Background: an optimization exercise with open tools, aiming at small area. Do not read the settings as production practice. Only simulation tests tie the RTL to the original design; equivalence was not proved. Power and IR drop assume default switching activity.

==> module sepr_ptr_regs, before the edit <==
module sepr_ptr_regs (
   input  logic              core_clk,
   input  logic              uctl_rst_n,
   input  logic              ld_ptr,           
   input  logic              ld_hdr,           
   input  logic [addr_w-1:0] ept_start_addr,
   input  logic [addr_w-1:0] ept_end_addr,
   input  logic [addr_w-1:0] ept_rd_ptr,
   input  logic [addr_w-1:0] ept_wr_ptr,
   input  logic              ept_last_op,
   input  logic [addr_w-1:0] mem_rd_data,      
   input  logic              mem_dval,
   output logic [addr_w-1:0] start_addr,
   output logic [addr_w-1:0] end_addr,
   output logic [addr_w-1:0] rd_ptr,
   output logic [addr_w-1:0] rd_ptr_n,         
   output logic [addr_w-1:0] next_rd_ptr,      
   output logic              buf_empty         
);
   logic [addr_w-3:0] rd_inc;                  
   logic [addr_w-2:0] rd_inc_c;
   logic              past_end;                
   logic              past_end_q;
   always_ff @(posedge core_clk or negedge uctl_rst_n) begin
      if (!uctl_rst_n) begin
         start_addr <= '0;
         end_addr   <= '0;
      end else if (ld_ptr) begin
         start_addr <= ept_start_addr;
         end_addr   <= ept_end_addr;
      end
   end
   assign rd_ptr_n = ~rd_ptr;
   sepr_gt u_past_end (.a_n(rd_ptr_n), .b(end_addr), .gt(past_end));
   always_ff @(posedge core_clk) begin
      past_end_q <= past_end;
   end
   assign rd_inc_c[0] = ld_hdr & ~past_end_q;
   for (genvar i = 0; i < addr_w-2; i++) begin : g_inc
      sepr_ha u_ha (.a(rd_ptr[i+2]), .b(rd_inc_c[i]), .s(rd_inc[i]), .co(rd_inc_c[i+1]));
   end
   always_ff @(posedge core_clk or negedge uctl_rst_n) begin
      if (!uctl_rst_n) begin
         rd_ptr <= '0;
      end else if (ld_ptr) begin
         rd_ptr <= ept_rd_ptr;
      end else if (ld_hdr & past_end_q) begin
         rd_ptr <= start_addr;                       
      end else begin
         rd_ptr <= {rd_inc, rd_ptr[1:0]};            
      end
   end
   always_ff @(posedge core_clk) begin
      if (mem_dval) next_rd_ptr <= mem_rd_data;
   end
   assign buf_empty = (ept_wr_ptr == ept_rd_ptr) && (ept_last_op == last_op_read);
endmodule
Settings: LEC_CHECK=0, CAP_MARGIN=20, CORE_MARGIN=2, CORE_UTILIZATION=40, CTS_BUF_LIST=sky130_fd_sc_hd__clkbuf_8, SLEW_MARGIN=20, SYNTH_HIERARCHICAL=1; clock period 10.0 ns.
standard.sh (not shown) runs the stock make flow with config.mk's settings and CLKGATE_MAP_FILE= SYNTH_SCRIPT=/design/flow/synth_recipe.tcl, a recipe that flattens the netlist after the stock synthesis.
==> flow/flow/run.sh <==
#!/bin/bash
# Standard ORFS layout (the standard.sh), with each port buffered by the
# smallest buffer instead of the one buffer_ports picks by default.
set -euo pipefail
export BUFFER_PORTS_ARGS="-buffer_cell sky130_fd_sc_hd__buf_1"
bash standard.sh finish > standard_flow.log 2>&1
Next try:
--- a/flow/design.v
+++ b/flow/design.v
@@ -107,21 +107,22 @@
    sepr_gt u_past_end (.a_n(rd_ptr_n), .b(end_addr), .gt(past_end));
    always_ff @(posedge core_clk) begin
       past_end_q <= past_end;
    end
-   assign rd_inc_c[0] = ld_hdr & ~past_end_q;
+   assign rd_inc_c[0] = 1'b1;
    for (genvar i = 0; i < addr_w-2; i++) begin : g_inc
       sepr_ha u_ha (.a(rd_ptr[i+2]), .b(rd_inc_c[i]), .s(rd_inc[i]), .co(rd_inc_c[i+1]));
    end
    always_ff @(posedge core_clk or negedge uctl_rst_n) begin
       if (!uctl_rst_n) begin
          rd_ptr <= '0;
       end else if (ld_ptr) begin
          rd_ptr <= ept_rd_ptr;
-      end else if (ld_hdr & past_end_q) begin
-         rd_ptr <= start_addr;                       
-      end else begin
-         rd_ptr <= {rd_inc, rd_ptr[1:0]};            
+      end else if (ld_hdr) begin
+         if (past_end_q)
+            rd_ptr <= start_addr;                    
+         else
+            rd_ptr <= {rd_inc, rd_ptr[1:0]};         
       end
    end
    always_ff @(posedge core_clk) begin
       if (mem_dval) next_rd_ptr <= mem_rd_data;
Effect: Synthesized cell count goes up by a few percent; via count goes up by a few percent; utilization goes down by 0.22 points; clock skew barely changes; count of clock-buffer cells in the layout goes up by 2; maximum frequency goes down slightly.


sepr_top again, from the RTL that the note above started with.
==> module sepr_xfer_calc, before the edit <==
module sepr_xfer_calc (
   input  logic              core_clk,
   input  logic              uctl_rst_n,
   input  logic              wr_addr_load,      
   input  logic              xfer_done,         
   input  logic              xfer_busy,         
   input  logic [addr_w-1:0] start_addr,
   input  logic [addr_w-1:0] end_addr,
   input  logic [addr_w-1:0] rd_ptr,
   input  logic [addr_w-1:0] rd_ptr_n,          
   input  logic [addr_w-1:0] next_rd_ptr,       
   input  logic [addr_w-1:0] cfg_sys_wr_addr,
   output logic [len_w-1:0]  dma_len,
   output logic [addr_w-1:0] sys_wr_addr
);
   localparam int hw = addr_w - 2;    
   localparam int k1 = 8;             
   localparam int k2 = 18;            
   localparam int ks = 18;            
   localparam logic [255:0] tab_ca = 256'hffffffffffffffff0000ffffffffffff00000000ffffffff100031007310ffff;
   localparam logic [255:0] tab_cb = 256'hf731ff73fff7fffffffff731ff73fff7fff7fffff731ff73ffffffffffffffff;
   localparam logic [255:0] tab_cc1 = 256'h000010003100731073100000100031003100731000001000ff73fff7fffff731;
   localparam logic [255:0] tab_cn = 256'hffffffffffffffffffffffffffffffffffffffffffffffff1000310073100000;
   logic [hw-1:0] h_w, r_nw, s_nw, e_w;
   logic [1:0]    h_b, r_b, s_b, e_b;
   logic [7:0]    lo;
   logic          wrap;               
   logic          wrap_q;             
   logic          ysel;               
   logic          ca, cb, cc1, cn;
   logic          cn_q;               
   logic [1:0]    len_b;              
   logic [hw-1:0] sel_b, len_f;       
   logic [hw-1:0] a_s, b_s;           
   logic          a_c1, b_c1, c_c1, a_c2, b_c2, c_c2, s_c1;
   logic          ca1_q, cb1_q, cw0_q, cw1_q, ca2_q, cb2_q, cc2_q, cs_q;
   logic [hw-1:0] sa;                 
   assign h_w  = next_rd_ptr[addr_w-1:2];
   assign r_nw = rd_ptr_n[addr_w-1:2];
   assign s_nw = ~start_addr[addr_w-1:2];
   assign e_w  = end_addr[addr_w-1:2];
   assign h_b  = next_rd_ptr[1:0];
   assign r_b  = rd_ptr[1:0];
   assign s_b  = start_addr[1:0];
   assign e_b  = end_addr[1:0];
   assign lo   = {h_b, r_b, e_b, s_b};
   assign ca  = tab_ca[lo];           
   assign cb  = tab_cb[lo];           
   assign cc1 = tab_cc1[lo];          
   assign cn  = tab_cn[lo];           
   sepr_gt u_wrap (.a_n(rd_ptr_n), .b(next_rd_ptr), .gt(wrap));
   always_ff @(posedge core_clk) begin
      wrap_q <= wrap;
      cn_q   <= cn;
   end
   assign ysel  = ~xfer_busy | wrap_q;
   assign len_b = wrap_q ? 2'(h_b - r_b + e_b - s_b) : 2'(h_b - r_b);
   assign sel_b[k1-1:0] = ysel ? b_s[k1-1:0] : {k1{cn_q}};
   sepr_rca #(k1) u_a1 (.a(h_w[k1-1:0]), .b(r_nw[k1-1:0]), .ci(ca), .s(a_s[k1-1:0]), .co(a_c1));
   sepr_rca #(k1) u_b1 (.a(e_w[k1-1:0]), .b(s_nw[k1-1:0]), .ci(cb), .s(b_s[k1-1:0]), .co(b_c1));
   sepr_rca #(k1) u_c1 (.a(a_s[k1-1:0]), .b(sel_b[k1-1:0]), .ci(ysel & cc1),
                        .s(len_f[k1-1:0]), .co(c_c1));
   assign sel_b[k2-1:k1] = wrap_q ? b_s[k2-1:k1] : {(k2-k1){cn_q}};
   sepr_rca #(k2-k1) u_a2 (.a(h_w[k2-1:k1]), .b(r_nw[k2-1:k1]), .ci(ca1_q),
                           .s(a_s[k2-1:k1]), .co(a_c2));
   sepr_rca #(k2-k1) u_b2 (.a(e_w[k2-1:k1]), .b(s_nw[k2-1:k1]), .ci(cb1_q),
                           .s(b_s[k2-1:k1]), .co(b_c2));
   sepr_rca #(k2-k1) u_c2 (.a(a_s[k2-1:k1]), .b(sel_b[k2-1:k1]), .ci(wrap_q ? cw1_q : cw0_q),
                           .s(len_f[k2-1:k1]), .co(c_c2));
   assign sel_b[hw-1:k2] = wrap_q ? b_s[hw-1:k2] : {(hw-k2){cn_q}};
   sepr_rca #(hw-k2) u_a3 (.a(h_w[hw-1:k2]), .b(r_nw[hw-1:k2]), .ci(ca2_q),
                           .s(a_s[hw-1:k2]), .co());
   sepr_rca #(hw-k2) u_b3 (.a(e_w[hw-1:k2]), .b(s_nw[hw-1:k2]), .ci(cb2_q),
                           .s(b_s[hw-1:k2]), .co());
   sepr_rca #(hw-k2) u_c3 (.a(a_s[hw-1:k2]), .b(sel_b[hw-1:k2]), .ci(cc2_q),
                           .s(len_f[hw-1:k2]), .co());
   assign dma_len = {len_f[len_w-3:0], len_b};
   sepr_rca #(ks) u_s1 (.a(sys_wr_addr[ks+1:2]), .b(len_f[ks-1:0]), .ci(|len_b),
                        .s(sa[ks-1:0]), .co(s_c1));
   sepr_rca #(hw-ks) u_s2 (.a(sys_wr_addr[addr_w-1:ks+2]), .b(len_f[hw-1:ks]), .ci(cs_q),
                           .s(sa[hw-1:ks]), .co());
   always_ff @(posedge core_clk) begin
      ca1_q <= a_c1;
      cb1_q <= b_c1;
      cw1_q <= c_c1;
      cw0_q <= cn & (|a_s[k1-1:0]);
      ca2_q <= a_c2;
      cb2_q <= b_c2;
      cc2_q <= c_c2;
      cs_q  <= s_c1;
   end
   always_ff @(posedge core_clk or negedge uctl_rst_n) begin
      if (!uctl_rst_n) begin
         sys_wr_addr <= '0;
      end else if (wr_addr_load) begin
         sys_wr_addr <= cfg_sys_wr_addr;
      end else if (xfer_done) begin
         sys_wr_addr[addr_w-1:2] <= sa;
      end
   end
endmodule
export LEC_CHECK = 0
export CAP_MARGIN = 20
export CORE_MARGIN = 2
export CORE_UTILIZATION = 65
export SLEW_MARGIN = 20
export SYNTH_HIERARCHICAL = 1
create_clock -name core_clock -period 10.0 [get_ports {core_clk}]
==> flow/flow/run.sh <==
#!/bin/bash
# Standard ORFS layout (the standard.sh), with each port buffered by the
# smallest buffer, and a clock tree of clkbuf_8 without dummy loads.
set -euo pipefail
export BUFFER_PORTS_ARGS="-buffer_cell sky130_fd_sc_hd__buf_1"
export CTS_ARGS="-sink_clustering_enable -repair_clock_nets -dont_use_dummy_load -buf_list sky130_fd_sc_hd__clkbuf_8"
bash standard.sh finish > standard_flow.log 2>&1
Change:
--- a/flow/design.v
+++ b/flow/design.v
@@ -185,21 +185,21 @@
       cn_q   <= cn;
    end
    assign ysel  = ~xfer_busy | wrap_q;
    assign len_b = wrap_q ? 2'(h_b - r_b + e_b - s_b) : 2'(h_b - r_b);
-   assign sel_b[k1-1:0] = ysel ? b_s[k1-1:0] : {k1{cn_q}};
+   assign sel_b[k1-1:0] = b_s[k1-1:0] | {k1{~ysel}};
    sepr_rca #(k1) u_a1 (.a(h_w[k1-1:0]), .b(r_nw[k1-1:0]), .ci(ca), .s(a_s[k1-1:0]), .co(a_c1));
    sepr_rca #(k1) u_b1 (.a(e_w[k1-1:0]), .b(s_nw[k1-1:0]), .ci(cb), .s(b_s[k1-1:0]), .co(b_c1));
-   sepr_rca #(k1) u_c1 (.a(a_s[k1-1:0]), .b(sel_b[k1-1:0]), .ci(ysel & cc1),
+   sepr_rca #(k1) u_c1 (.a(a_s[k1-1:0]), .b(sel_b[k1-1:0]), .ci(ysel ? cc1 : ~cn_q),
                         .s(len_f[k1-1:0]), .co(c_c1));
-   assign sel_b[k2-1:k1] = wrap_q ? b_s[k2-1:k1] : {(k2-k1){cn_q}};
+   assign sel_b[k2-1:k1] = b_s[k2-1:k1] | {(k2-k1){~wrap_q}};
    sepr_rca #(k2-k1) u_a2 (.a(h_w[k2-1:k1]), .b(r_nw[k2-1:k1]), .ci(ca1_q),
                            .s(a_s[k2-1:k1]), .co(a_c2));
    sepr_rca #(k2-k1) u_b2 (.a(e_w[k2-1:k1]), .b(s_nw[k2-1:k1]), .ci(cb1_q),
                            .s(b_s[k2-1:k1]), .co(b_c2));
    sepr_rca #(k2-k1) u_c2 (.a(a_s[k2-1:k1]), .b(sel_b[k2-1:k1]), .ci(wrap_q ? cw1_q : cw0_q),
                            .s(len_f[k2-1:k1]), .co(c_c2));
-   assign sel_b[hw-1:k2] = wrap_q ? b_s[hw-1:k2] : {(hw-k2){cn_q}};
+   assign sel_b[hw-1:k2] = b_s[hw-1:k2] | {(hw-k2){~wrap_q}};
    sepr_rca #(hw-k2) u_a3 (.a(h_w[hw-1:k2]), .b(r_nw[hw-1:k2]), .ci(ca2_q),
                            .s(a_s[hw-1:k2]), .co());
    sepr_rca #(hw-k2) u_b3 (.a(e_w[hw-1:k2]), .b(s_nw[hw-1:k2]), .ci(cb2_q),
                            .s(b_s[hw-1:k2]), .co());
@@ -213,9 +213,9 @@
    always_ff @(posedge core_clk) begin
       ca1_q <= a_c1;
       cb1_q <= b_c1;
       cw1_q <= c_c1;
-      cw0_q <= cn & (|a_s[k1-1:0]);
+      cw0_q <= ~cn | (|a_s[k1-1:0]);
       ca2_q <= a_c2;
       cb2_q <= b_c2;
       cc2_q <= c_c2;
       cs_q  <= s_c1;
After rerunning:
- The new run finished with timing, DRC and antenna clean
- utilization falls by 0.27 points
- global-route usage falls by 0.19 points
- wire length drops by 2.2%
- non-clock buffer count went up by 1
- final cell count fell by 2.3%
- final area went down by 0.36%
- worst setup slack gains 0.099 ns
- hold slack loses 0.0042 ns
- clock-buffer cell count is unchanged
- sequential cell count is unchanged
- total power shrinks by 4.8%
- synthesized cell count came out lower by 3.9%

==> re-timing with driven ports <==
No port has a modelled driver above. Below, the same layouts with a new extraction and two added sets of constraints.
Step 1: set_driving_cell puts a clkbuf_16 on core_clk and a buf_2 on each other input, an assumption about the parent block.
Step 2 times the ports against the registers' clock, not the clock port: input delays grow and output delays shrink by t, the midpoint of the rising clock arrivals with the driver on.
Three values: no drivers, after step 1, after step 2; two values: the first two.
run	t, ns	slack for setup (ns)	worst setup path after step 2	worst register clock-pin slew, ns	cell pins on the clock port's net
the first run of note 1	0.535	0.317 / 0.317 / 0.317	register to register	0.11 / 0.11	1
the second run of note 1	0.540	0.267 / 0.267 / 0.267	register to register	0.11 / 0.11	1
the first run of note 2	0.498	0.222 / 0.222 / 0.222	register to register	0.11 / 0.11	1
the second run of note 2	0.511	0.321 / 0.321 / 0.321	register to register	0.12 / 0.12	1
After both steps setup and hold are still met in every run listed.
